This is an optimization exercise on Yosys and OpenROAD, whose aim is small area, a short achievable clock period and few clock cycles per item, not a production implementation.
In this exercise RTL edits were held to simulation tests only and were not proved equivalent to the original.
No activity file was given, so power comes from the tool's default toggle rates.

==> try-violet <==
==> flow/design.v <==
package rv_core_pkg;
    localparam int xlen       = 32;                    
    localparam int reg_addr_w = 5;                     
    localparam int dmem_words = 16;                    
    localparam int dmem_idx_w = $clog2(dmem_words);    
    localparam logic [xlen-1:0] start_addr = 32'h8000_0000;   
    localparam logic [xlen-1:0] nop_instr  = 32'h0000_0013;   
    typedef enum logic [6:0] {
        op_lui    = 7'b0110111,
        op_imm    = 7'b0010011,
        op_reg    = 7'b0110011,
        op_load   = 7'b0000011,
        op_store  = 7'b0100011,
        op_branch = 7'b1100011,
        op_jal    = 7'b1101111
    } opcode_e;
    typedef enum logic [3:0] {
        alu_add,
        alu_sub,
        alu_and,
        alu_or,
        alu_xor,
        alu_slt,
        alu_sltu,
        alu_sll,
        alu_srl,
        alu_sra,
        alu_pass_b                                     
    } alu_op_e;
    typedef enum logic [2:0] {
        st_fetch,
        st_decode,
        st_exec,
        st_mem,
        st_wb
    } state_e;
endpackage
`timescale 1ns/10ps
module rv_core (
    input  logic                                 clk_i,
    input  logic                                 rstn_i,
    input  logic [rv_core_pkg::xlen-1:0]         imem_data_i,   
    input  logic [rv_core_pkg::xlen-1:0]         addr_i,        
    output logic [rv_core_pkg::xlen-1:0]         imem_addr_o,
    output logic [rv_core_pkg::xlen-1:0]         data_o,        
    output logic                                 update_o,      
    output logic [rv_core_pkg::xlen-1:0]         pc_o,
    output logic [rv_core_pkg::xlen-1:0]         instr_o,
    output logic [rv_core_pkg::reg_addr_w-1:0]   reg_addr_o,
    output logic [rv_core_pkg::xlen-1:0]         reg_data_o,
    output logic [rv_core_pkg::xlen-1:0]         mem_addr_o,
    output logic [rv_core_pkg::xlen-1:0]         mem_data_o,
    output logic                                 mem_wrt_o
);
    localparam int XL  = rv_core_pkg::xlen;
    localparam int NW  = rv_core_pkg::dmem_words;
    localparam int IW  = rv_core_pkg::dmem_idx_w;
    localparam int NR  = 31;                     
    localparam int NRT = 11;                     
    localparam int NWT = 8;                      
    logic [2:0]            ph;                   
    logic [2:0]            clr;                  
    logic                  upd, mw, wv;          
    logic [4:0]            t;                    
    logic [XL-1:0]         pc;                   
    logic [XL-1:0]         pcr, ir;              
    logic [XL-1:0]         opa, opb;             
    logic [4:0]            pa, pb;               
    logic [XL-1:0]         res;                  
    logic [4:0]            rdw;                  
    logic [NR-1:0][XL-1:0] ring;
    logic [NW-1:0][XL-1:0] mem;
    logic [6:0]  op;
    logic [2:0]  f3;
    logic [4:0]  rd;
    logic        d_lui, d_wr, d_load, d_store, d_mem, d_branch, d_jal, d_bsel, d_sub;
    logic        last;
    assign op  = ir[6:0];
    assign f3  = ir[14:12];
    assign rd  = ir[11:7];
    always_ff @(posedge clk_i) begin
        d_lui    <= (op == rv_core_pkg::op_lui);
        d_wr     <= (op == rv_core_pkg::op_lui) | (op == rv_core_pkg::op_imm) |
                    (op == rv_core_pkg::op_reg) | (op == rv_core_pkg::op_jal);
        d_load   <= (op == rv_core_pkg::op_load);
        d_store  <= (op == rv_core_pkg::op_store);
        d_mem    <= (op == rv_core_pkg::op_load) | (op == rv_core_pkg::op_store);
        d_branch <= (op == rv_core_pkg::op_branch);
        d_jal    <= (op == rv_core_pkg::op_jal);
        d_bsel   <= (op == rv_core_pkg::op_reg) | (op == rv_core_pkg::op_branch);
        d_sub    <= (op == rv_core_pkg::op_branch) |
                    (((op == rv_core_pkg::op_reg) | (op == rv_core_pkg::op_imm)) &
                     (f3[2:1] == 2'b01)) |
                    ((op == rv_core_pkg::op_reg) & ir[30] & (f3 == 3'b000));
    end
    assign last = d_mem ? (ph == 3'd4) : (ph == 3'd3);
    logic [XL-1:0] imm_i, imm_s, imm_b, imm_j, imm_u;
    assign imm_i = {{20{ir[31]}}, ir[31:20]};
    assign imm_s = {{20{ir[31]}}, ir[31:25], ir[11:7]};
    assign imm_b = {{19{ir[31]}}, ir[31], ir[7], ir[30:25], ir[11:8], 1'b0};
    assign imm_j = {{11{ir[31]}}, ir[31], ir[19:12], ir[20], ir[30:21], 1'b0};
    assign imm_u = {ir[31:12], 12'b0};
    logic [4:0]     rs1, rs2, p1, p2;
    logic [5:0]     s1, s2;
    logic [NRT-1:0] h1, h2, g1, g2;
    assign rs1 = (ph == 3'd0) ? imem_data_i[19:15] : ir[19:15];
    assign rs2 = (ph == 3'd0) ? imem_data_i[24:20] : ir[24:20];
    assign s1  = {1'b0, imem_data_i[19:15]} + {1'b0, t};
    assign s2  = {1'b0, imem_data_i[24:20]} + {1'b0, t};
    always_comb begin
        for (int j = 0; j < NRT; j++) begin
            if (ph == 3'd0) begin
                h1[j] = (s1 == 6'(3 * j)) | (s1 == 6'(3 * j + NR));
                h2[j] = (s2 == 6'(3 * j)) | (s2 == 6'(3 * j + NR));
            end else begin
                h1[j] = (pa == 5'(3 * j));
                h2[j] = (pb == 5'(3 * j));
            end
        end
    end
    assign p1 = (ph == 3'd0) ? ((s1 >= 6'(NR)) ? 5'(s1 - 6'(NR)) : s1[4:0]) : pa;
    assign p2 = (ph == 3'd0) ? ((s2 >= 6'(NR)) ? 5'(s2 - 6'(NR)) : s2[4:0]) : pb;
    logic          clearing, z1, z2, f1, f2, v1, v2, ok1, ok2;
    logic [XL-1:0] val1, val2;
    assign clearing = !clr[2];
    assign z1 = (rs1 == 5'd0);
    assign z2 = (rs2 == 5'd0);
    assign f1 = !z1 && (rs1 == rdw);
    assign f2 = !z2 && (rs2 == rdw);
    assign v1 = !z1 && !f1 && !clearing;
    assign v2 = !z2 && !f2 && !clearing;
    always_comb begin
        for (int j = 0; j < NRT; j++) begin
            g1[j] = h1[j] & v1;
            g2[j] = h2[j] & v2;
        end
    end
    always_comb begin
        val1 = res & {XL{f1}};
        val2 = res & {XL{f2}};
        for (int j = 0; j < NRT; j++) begin
            val1 = val1 | (ring[3 * j] & {XL{g1[j]}});
            val2 = val2 | (ring[3 * j] & {XL{g2[j]}});
        end
    end
    assign ok1 = (|h1) | !v1;
    assign ok2 = (|h2) | !v2;
    logic [XL-1:0] bb, bx, sum, axb, rot, smask, sh, alu;
    logic [4:0]    shamt, ramt;
    logic          cout, lt, ltu, eq, cond, left, fill;
    assign bb    = d_bsel ? opb : (d_store ? imm_s : imm_i);
    assign bx    = bb ^ {XL{d_sub}};
    assign {cout, sum} = {1'b0, opa} + {1'b0, bx} + {{XL{1'b0}}, d_sub};
    assign ltu   = !cout;
    assign lt    = (opa[XL-1] ^ bb[XL-1]) ? opa[XL-1] : sum[XL-1];
    assign axb   = opa ^ bb;
    assign eq    = (axb == '0);
    assign cond  = (f3[2] ? (f3[1] ? ltu : lt) : eq) ^ f3[0];
    assign left  = !f3[2];                       
    assign shamt = bb[4:0];
    assign ramt  = left ? 5'(-shamt) : shamt;
    assign fill  = ir[30] & !left & opa[XL-1];
    assign rot   = XL'({opa, opa} >> ramt);
    always_comb begin
        for (int i = 0; i < XL; i++) begin
            smask[i] = left ? (5'(i) >= shamt) : (5'(XL - 1 - i) >= shamt);
        end
    end
    assign sh = (rot & smask) | ({XL{fill}} & ~smask);
    always_comb begin
        case (f3)
            3'b000:  alu = sum;
            3'b010:  alu = {31'b0, lt};
            3'b011:  alu = {31'b0, ltu};
            3'b100:  alu = axb;
            3'b110:  alu = opa | bb;
            3'b111:  alu = opa & bb;
            default: alu = sh;
        endcase
    end
    logic [XL-1:0] pc4, result;
    assign pc4 = {pcr[XL-1:2] + 30'd1, pcr[1:0]};
    always_comb begin
        if (d_jal)       result = pc4;
        else if (d_lui)  result = imm_u;
        else if (d_mem)  result = sum;
        else             result = alu;
    end
    logic [XL-1:0] load_data;
    always_comb begin
        load_data = '0;
        data_o    = '0;
        for (int w = 0; w < NW; w++) begin
            load_data = load_data | (mem[w] & {XL{res[IW+1:2] == IW'(w)}});
            data_o    = data_o | (mem[w] & {XL{addr_i[IW+1:2] == IW'(w)}});
        end
    end
    always_ff @(posedge clk_i) begin
        if (ph == 3'd4 && d_store) mem[res[IW+1:2]] <= opb;
    end
    logic [5:0]     sw;
    logic [NWT-1:0] wh;
    assign sw = {1'b0, rdw} + {1'b0, t};
    always_comb begin
        for (int j = 0; j < NWT; j++) begin
            wh[j] = clearing | ((rdw != 5'd0) && ((sw == 6'(4 * j)) || (sw == 6'(4 * j + NR))));
        end
    end
    always_ff @(posedge clk_i) begin
        for (int p = 0; p < NR; p++) begin
            if (p % 4 == 0 && wh[p / 4]) ring[(p + 1) % NR] <= res;
            else                         ring[(p + 1) % NR] <= ring[p];
        end
    end
    logic [4:0] rdw_next;
    logic       rdw_load;
    always_comb begin
        rdw_load = 1'b0;
        rdw_next = rd;
        if (ph == 3'd3) begin
            rdw_load = 1'b1;
            rdw_next = d_wr ? rd : 5'd0;
        end else if (ph == 3'd4 && d_load) begin
            rdw_load = 1'b1;
        end
    end
    always_ff @(posedge clk_i or negedge rstn_i) begin
        if (!rstn_i) begin
            ph  <= 3'd0;
            clr <= 3'd0;
            upd <= 1'b0;
            mw  <= 1'b0;
            wv  <= 1'b0;
            t   <= 5'd0;
            pc  <= rv_core_pkg::start_addr;
            rdw <= 5'd0;
            res <= '0;
        end else begin
            ph  <= last ? 3'd0 : ph + 3'd1;
            if (clearing) clr <= clr + 3'd1;
            upd <= last;
            mw  <= last & d_store;
            t   <= (t == 5'd30) ? 5'd0 : t + 5'd1;
            if (rdw_load) begin
                rdw <= rdw_next;
                wv  <= (rdw_next != 5'd0);
            end
            if (ph == 3'd3) begin
                res <= result;
                pc  <= (d_jal | (d_branch & cond)) ? pcr + (d_jal ? imm_j : imm_b) : pc4;
            end else if (ph == 3'd4 && d_load) begin
                res <= load_data;
            end
        end
    end
    always_ff @(posedge clk_i) begin
        pa <= (p1 == 5'd30) ? 5'd0 : p1 + 5'd1;
        pb <= (p2 == 5'd30) ? 5'd0 : p2 + 5'd1;
        if (ph == 3'd0) begin
            ir  <= imem_data_i;
            pcr <= pc;
        end
        if (ph <= 3'd2 && ok1) opa <= val1;
        if (ph <= 3'd2 && ok2) opb <= val2;
    end
    assign imem_addr_o = pc;
    assign update_o    = upd;
    assign pc_o        = pcr;
    assign instr_o     = ir;
    assign reg_addr_o  = rdw;
    assign reg_data_o  = res & {XL{wv}};
    assign mem_wrt_o   = mw;
    assign mem_addr_o  = res & {XL{mw}};
    assign mem_data_o  = opb & {XL{mw}};
endmodule
==> flow/run.sh <==
#!/bin/bash
# synth_recipe.tcl (not shown) runs the flow's synth.tcl, then flattens the netlist and writes it again
# the make line also repeats each setting of config.mk as NAME=value (left out here)
make -C /OpenROAD-flow-scripts/flow DESIGN_CONFIG=/design/flow/config.mk WORK_HOME=/design/flow/orfs CLKGATE_MAP_FILE= SYNTH_SCRIPT=/design/flow/synth_recipe.tcl finish
==> flow/config.mk <==
export PLATFORM = sky130hd
export DESIGN_NAME = rv_core
export DESIGN_NICKNAME = rv_core
export VERILOG_FILES = /design/flow/design.v
export SDC_FILE = /design/flow/constraint.sdc
export NUM_CORES = 4
export LEC_CHECK = 0
export CAP_MARGIN = 20
export CORE_MARGIN = 2
export CORE_UTILIZATION = 35
export CTS_CLUSTER_DIAMETER = 50
export CTS_CLUSTER_SIZE = 25
export PLACE_DENSITY = 0.5
export SETUP_SLACK_MARGIN = 3.5
export SLEW_MARGIN = 20
==> flow/constraint.sdc <==
create_clock -name core_clock -period 9.0 [get_ports {clk_i}]
set_input_delay 1.8000 -clock core_clock [delete_from_list [all_inputs] [get_ports {clk_i}]]
set_output_delay 1.8000 -clock core_clock [all_outputs]
set_load 0.01 [all_outputs]
==> try-sierra (differences from try-violet) <==
--- a/flow/design.v
+++ b/flow/design.v
@@ -191,7 +191,22 @@
         load_data = '0;
-        data_o    = '0;
         for (int w = 0; w < NW; w++) begin
             load_data = load_data | (mem[w] & {XL{res[IW+1:2] == IW'(w)}});
-            data_o    = data_o | (mem[w] & {XL{addr_i[IW+1:2] == IW'(w)}});
-        end
+        end
+    end
+    logic [3:0][XL-1:0] dq;
+    always_comb begin
+        for (int g = 0; g < 4; g++) begin
+            case (addr_i[3:2])
+                2'd0:    dq[g] = mem[4 * g];
+                2'd1:    dq[g] = mem[4 * g + 1];
+                2'd2:    dq[g] = mem[4 * g + 2];
+                default: dq[g] = mem[4 * g + 3];
+            endcase
+        end
+        case (addr_i[5:4])
+            2'd0:    data_o = dq[0];
+            2'd1:    data_o = dq[1];
+            2'd2:    data_o = dq[2];
+            default: data_o = dq[3];
+        endcase
     end
==> flow/flow/run.sh (new file) <==
#!/bin/bash
# Standard layout, with the port buffers made from plain buffers instead of the delay cells
# that buffer_ports picks by default, and clock tree synthesis without dummy loads.
# Each tool's output goes to a log file here.
set -euo pipefail
export BUFFER_PORTS_ARGS="-buffer_cell sky130_fd_sc_hd__buf_2"
export CTS_ARGS="-sink_clustering_enable -repair_clock_nets -sink_clustering_size 30 -sink_clustering_max_diameter 60 -dont_use_dummy_load"
bash standard.sh finish > standard_make.log 2>&1
==> flow/standard.sh (new file) <==
#!/bin/bash
# synth_recipe.tcl (not shown) runs the flow's synth.tcl, then flattens the netlist and writes it again
# the make line also repeats each setting of config.mk as NAME=value (left out here)
make -C /OpenROAD-flow-scripts/flow DESIGN_CONFIG=/design/flow/config.mk WORK_HOME=/design/flow/orfs CLKGATE_MAP_FILE= SYNTH_SCRIPT=/design/flow/synth_recipe.tcl "${@:-finish}"
CTS_CLUSTER_DIAMETER = 60   (was 50)
CTS_CLUSTER_SIZE = 30   (was 25)
removed: flow/run.sh
==> comparison <==
- try-sierra ran to the end with no violations. try-violet finished clean.
- Against try-violet, the maximum frequency of try-sierra is higher by about 2.3%.
- Against try-violet, the die area of try-sierra is higher by about 1%.
- In flip-flop and latch count, try-violet and try-sierra do not differ.
- Against try-sierra, the core utilization of try-violet is higher by 2.3 points.
- In try-sierra the cell area is smaller than in try-violet, by 4.6%.
- Of try-sierra and try-violet, try-violet has the higher total power (gap about 12%, measured against try-violet).
- In try-violet the combinational power is lower than in try-sierra, by about 7%.
- Between try-sierra and try-violet, the lower via count is in try-sierra (gap 3.4%, measured against try-violet).
- Synthesized cell count: try-sierra is lower than try-violet (about 1.2%).
- Between try-violet and try-sierra, the lower clock power is in try-sierra (gap about 44%, measured against try-sierra).
==> figures <==
quantity	try-sierra	try-violet
Data arrival time of the worst path	3.68 ns	3.81 ns
Placeable core area	217000 µm²	215000 µm²
Status	finished clean	finished clean
Proportion of synthesized chip area in sequential cells	54.3%	54.9%
Placer's final routability congestion estimate	0.976	0.978
Clock share of power	32.3%	41.2%
Syn Inst Count	6343	6420
Number of antenna violations at the first check in global routing	24	41
Net Switching	0.00477 W	0.00552 W
Xor-xnor portion of the synthesized cell area	1.81%	1.76%
Fraction of standard cell area that is sequential	48.8%	46.6%
Distinct cell type count of the synthesized netlist	100	90
Vert. Die Dim	471 µm	469 µm
Synth-to-layout area growth	11.3%	17.8%
Time the worst path needs with I/O delays and setup	5.48 ns	5.61 ns
Area of all placed cells without fillers	85100 µm²	89200 µm²
Post-layout util	39.2%	41.5%
Global-route wire length before repair	425 mm	444 mm
Area of the mapped netlist	76500 µm²	75700 µm²
Startpoint of the lowest-slack register-to-register path	ir[20]$_DFFE_PN_	d_bsel$_DFF_P_
Worst setup startpoint	addr_i[2]	addr_i[4]
Testbench counts of try-violet, summed over its fixed seeds: cycles 472,582, instrs 110,324.
Testbench counts of try-sierra, summed over its fixed seeds: cycles 472,582, instrs 110,324.

========
==> v5: inputs <==
Starts from the design.v that is shown in full above.
make LEC_CHECK=0 CAP_MARGIN=20 CORE_MARGIN=2 CORE_UTILIZATION=55 PLACE_DENSITY=0.7 SETUP_SLACK_MARGIN=3.5 SLEW_MARGIN=20 finish   # period 9.0 ns
run.sh (not shown) runs the stock make flow with config.mk's settings and CLKGATE_MAP_FILE= SYNTH_SCRIPT=/design/flow/synth_recipe.tcl, a recipe that flattens the netlist after the stock synthesis.
Stock flow here: none of the scripts above is used.
==> v9: changes against v5 <==
--- a/flow/design.v
+++ b/flow/design.v
@@ -191,7 +191,22 @@
         load_data = '0;
-        data_o    = '0;
         for (int w = 0; w < NW; w++) begin
             load_data = load_data | (mem[w] & {XL{res[IW+1:2] == IW'(w)}});
-            data_o    = data_o | (mem[w] & {XL{addr_i[IW+1:2] == IW'(w)}});
-        end
+        end
+    end
+    logic [3:0][XL-1:0] dq;
+    always_comb begin
+        for (int g = 0; g < 4; g++) begin
+            case (addr_i[3:2])
+                2'd0:    dq[g] = mem[4 * g];
+                2'd1:    dq[g] = mem[4 * g + 1];
+                2'd2:    dq[g] = mem[4 * g + 2];
+                default: dq[g] = mem[4 * g + 3];
+            endcase
+        end
+        case (addr_i[5:4])
+            2'd0:    data_o = dq[0];
+            2'd1:    data_o = dq[1];
+            2'd2:    data_o = dq[2];
+            default: data_o = dq[3];
+        endcase
     end
==> flow/flow/run.sh (new file) <==
#!/bin/bash
# Standard layout, with the port buffers made from plain buffers instead of the delay cells
# that buffer_ports picks by default. Each tool's output goes to a log file here.
set -euo pipefail
export BUFFER_PORTS_ARGS="-buffer_cell sky130_fd_sc_hd__buf_4"
bash standard.sh finish > standard_make.log 2>&1
==> flow/standard.sh (new file) <==
#!/bin/bash
# synth_recipe.tcl (not shown) runs the flow's synth.tcl, then flattens the netlist and writes it again
# the make line also repeats each setting of config.mk as NAME=value (left out here)
make -C /OpenROAD-flow-scripts/flow DESIGN_CONFIG=/design/flow/config.mk WORK_HOME=/design/flow/orfs CLKGATE_MAP_FILE= SYNTH_SCRIPT=/design/flow/synth_recipe.tcl "${@:-finish}"
- CORE_UTILIZATION: 55 -> 35
- CTS_CLUSTER_DIAMETER: unset -> 60
- CTS_CLUSTER_SIZE: unset -> 30
- PLACE_DENSITY: 0.7 -> 0.5
removed: flow/run.sh
==> v12: changes against v5 <==
--- a/flow/design.v
+++ b/flow/design.v
@@ -191,7 +191,22 @@
         load_data = '0;
-        data_o    = '0;
         for (int w = 0; w < NW; w++) begin
             load_data = load_data | (mem[w] & {XL{res[IW+1:2] == IW'(w)}});
-            data_o    = data_o | (mem[w] & {XL{addr_i[IW+1:2] == IW'(w)}});
-        end
+        end
+    end
+    logic [3:0][XL-1:0] dq;
+    always_comb begin
+        for (int g = 0; g < 4; g++) begin
+            case (addr_i[3:2])
+                2'd0:    dq[g] = mem[4 * g];
+                2'd1:    dq[g] = mem[4 * g + 1];
+                2'd2:    dq[g] = mem[4 * g + 2];
+                default: dq[g] = mem[4 * g + 3];
+            endcase
+        end
+        case (addr_i[5:4])
+            2'd0:    data_o = dq[0];
+            2'd1:    data_o = dq[1];
+            2'd2:    data_o = dq[2];
+            default: data_o = dq[3];
+        endcase
     end
==> flow/flow/run.sh (new file) <==
#!/bin/bash
# Standard layout, with the port buffers made from plain buffers instead of the delay cells
# that buffer_ports picks by default, and clock tree synthesis without dummy loads.
# Each tool's output goes to a log file here.
set -euo pipefail
export BUFFER_PORTS_ARGS="-buffer_cell sky130_fd_sc_hd__buf_2"
export CTS_ARGS="-sink_clustering_enable -repair_clock_nets -sink_clustering_size 30 -sink_clustering_max_diameter 60 -dont_use_dummy_load"
bash standard.sh finish > standard_make.log 2>&1
==> flow/standard.sh (new file) <==
#!/bin/bash
# synth_recipe.tcl (not shown) runs the flow's synth.tcl, then flattens the netlist and writes it again
# the make line also repeats each setting of config.mk as NAME=value (left out here)
make -C /OpenROAD-flow-scripts/flow DESIGN_CONFIG=/design/flow/config.mk WORK_HOME=/design/flow/orfs CLKGATE_MAP_FILE= SYNTH_SCRIPT=/design/flow/synth_recipe.tcl "${@:-finish}"
- CORE_UTILIZATION: 55 -> 35
- PLACE_DENSITY: 0.7 -> 0.5
- SETUP_SLACK_MARGIN: 3.5 -> 3.9
removed: flow/run.sh
==> v25: changes against v5 <==
- CORE_UTILIZATION: 55 -> 35
- PLACE_DENSITY: 0.7 -> 0.5
==> results.yml <==
status:
  status: "finished clean"
clock_tree:
  clkTransAtPathRegs_ns: 0.07
critical_path:
  cp-startpoint: "addr_i[4]"
  critPathArrivalTime_ns: 3.73
sta:
  fin_hold_ws_ns: 0.2165
hold_path:
  holdPathEnd: "ring[68]"
synth:
  synth-xor-area-share: 0.01758
  synth-simple-area-share: 0.07736
layout:
  syn_to_final_growth_pct: 18.10
  multi_input_gates: 4048
place:
  hpwlAfterDp_um: 203300
global_routing:
  grt_max_degree: 170
-- figures above: v25

==> results.yml <==
critical_path:
  critPathArrivalTime_ns: 3.68
  cp-startpoint: "addr_i[4]"
status:
  status: "finished clean"
synth:
  synth-simple-area-share: 0.07500
  synth-xor-area-share: 0.01812
global_routing:
  grt_max_degree: 164
place:
  hpwlAfterDp_um: 191900
layout:
  multi_input_gates: 3959
hold_path:
  holdPathEnd: "ring[369]"
-- figures above: v9

==> results.yml <==
status:
  status: "finished clean"
layout:
  syn_to_final_growth_pct: 11.88
sta:
  fin_hold_ws_ns: 0.2738
critical_path:
  critPathArrivalTime_ns: 3.50
  cp-startpoint: "addr_i[2]"
hold_path:
  holdPathEnd: "ring[404]"
clock_tree:
  clkTransAtPathRegs_ns: 0.07
place:
  hpwlAfterDp_um: 189800
-- figures above: v12

==> results.yml <==
synth:
  synth-xor-area-share: 0.01758
  synth-simple-area-share: 0.07736
critical_path:
  cp-startpoint: "addr_i[3]"
  critPathArrivalTime_ns: 3.80
layout:
  multi_input_gates: 4055
  syn_to_final_growth_pct: 15.38
global_routing:
  grt_max_degree: 174
status:
  status: "finished clean"
sta:
  fin_hold_ws_ns: 0.3065
pwr:
  power_frac_comb: 0.130
  pg_comb_w: 0.00236
hold_path:
  holdPathEnd: "ring[668]"
detailed_routing:
  detail_route.wl_per_cell_um: 34.13
-- figures above: v5

Testbench counts of v5, summed over its fixed seeds: cycles 472,582, instrs 110,324.
Testbench counts of v9, summed over its fixed seeds: cycles 472,582, instrs 110,324.
Testbench counts of v12, summed over its fixed seeds: cycles 472,582, instrs 110,324.
Testbench counts of v25, summed over its fixed seeds: cycles 472,582, instrs 110,324.

==> re-timing with driven ports <==
The results above use ideal ports. As a check the final layouts listed here were re-extracted and re-timed, cells and wires unchanged.
Step 1: set_driving_cell puts a clkbuf_16 on clk_i and a buf_2 on each other input, an assumption about the parent block.
Step 2, shift: input delay + t, output delay - t, t = (earliest + latest rising clock arrival at the registers) / 2. This alone moves slack from input paths to output paths.
a / b / c = no drivers / after step 1 / after step 2; a / b = the first two.
| run | t (ns) | setup WS [ns] | worst setup path at the end | clock arrival spread, ns |
|---|---|---|---|---|
| try-violet | 0.930 | 3.392 / 3.340 / 2.694 | input to register | 0.061 / 0.061 |
| try-sierra | 0.885 | 3.519 / 3.237 / 2.938 | input to register | 0.128 / 0.128 |
| v5 | 0.893 | 3.397 / 3.372 / 2.733 | input to register | 0.077 / 0.077 |
| v9 | 0.913 | 3.517 / 3.280 / 2.907 | input to register | 0.065 / 0.066 |
| v12 | 0.883 | 3.701 / 3.354 / 3.166 | input to register | 0.124 / 0.125 |
| v25 | 0.920 | 3.471 / 3.419 / 2.722 | input to register | 0.128 / 0.128 |
After both steps setup and hold are still met in every run listed. For v25, which loses most, drivers alone change the setup slack by -0.052 ns; drivers and shift together by -0.749 ns.
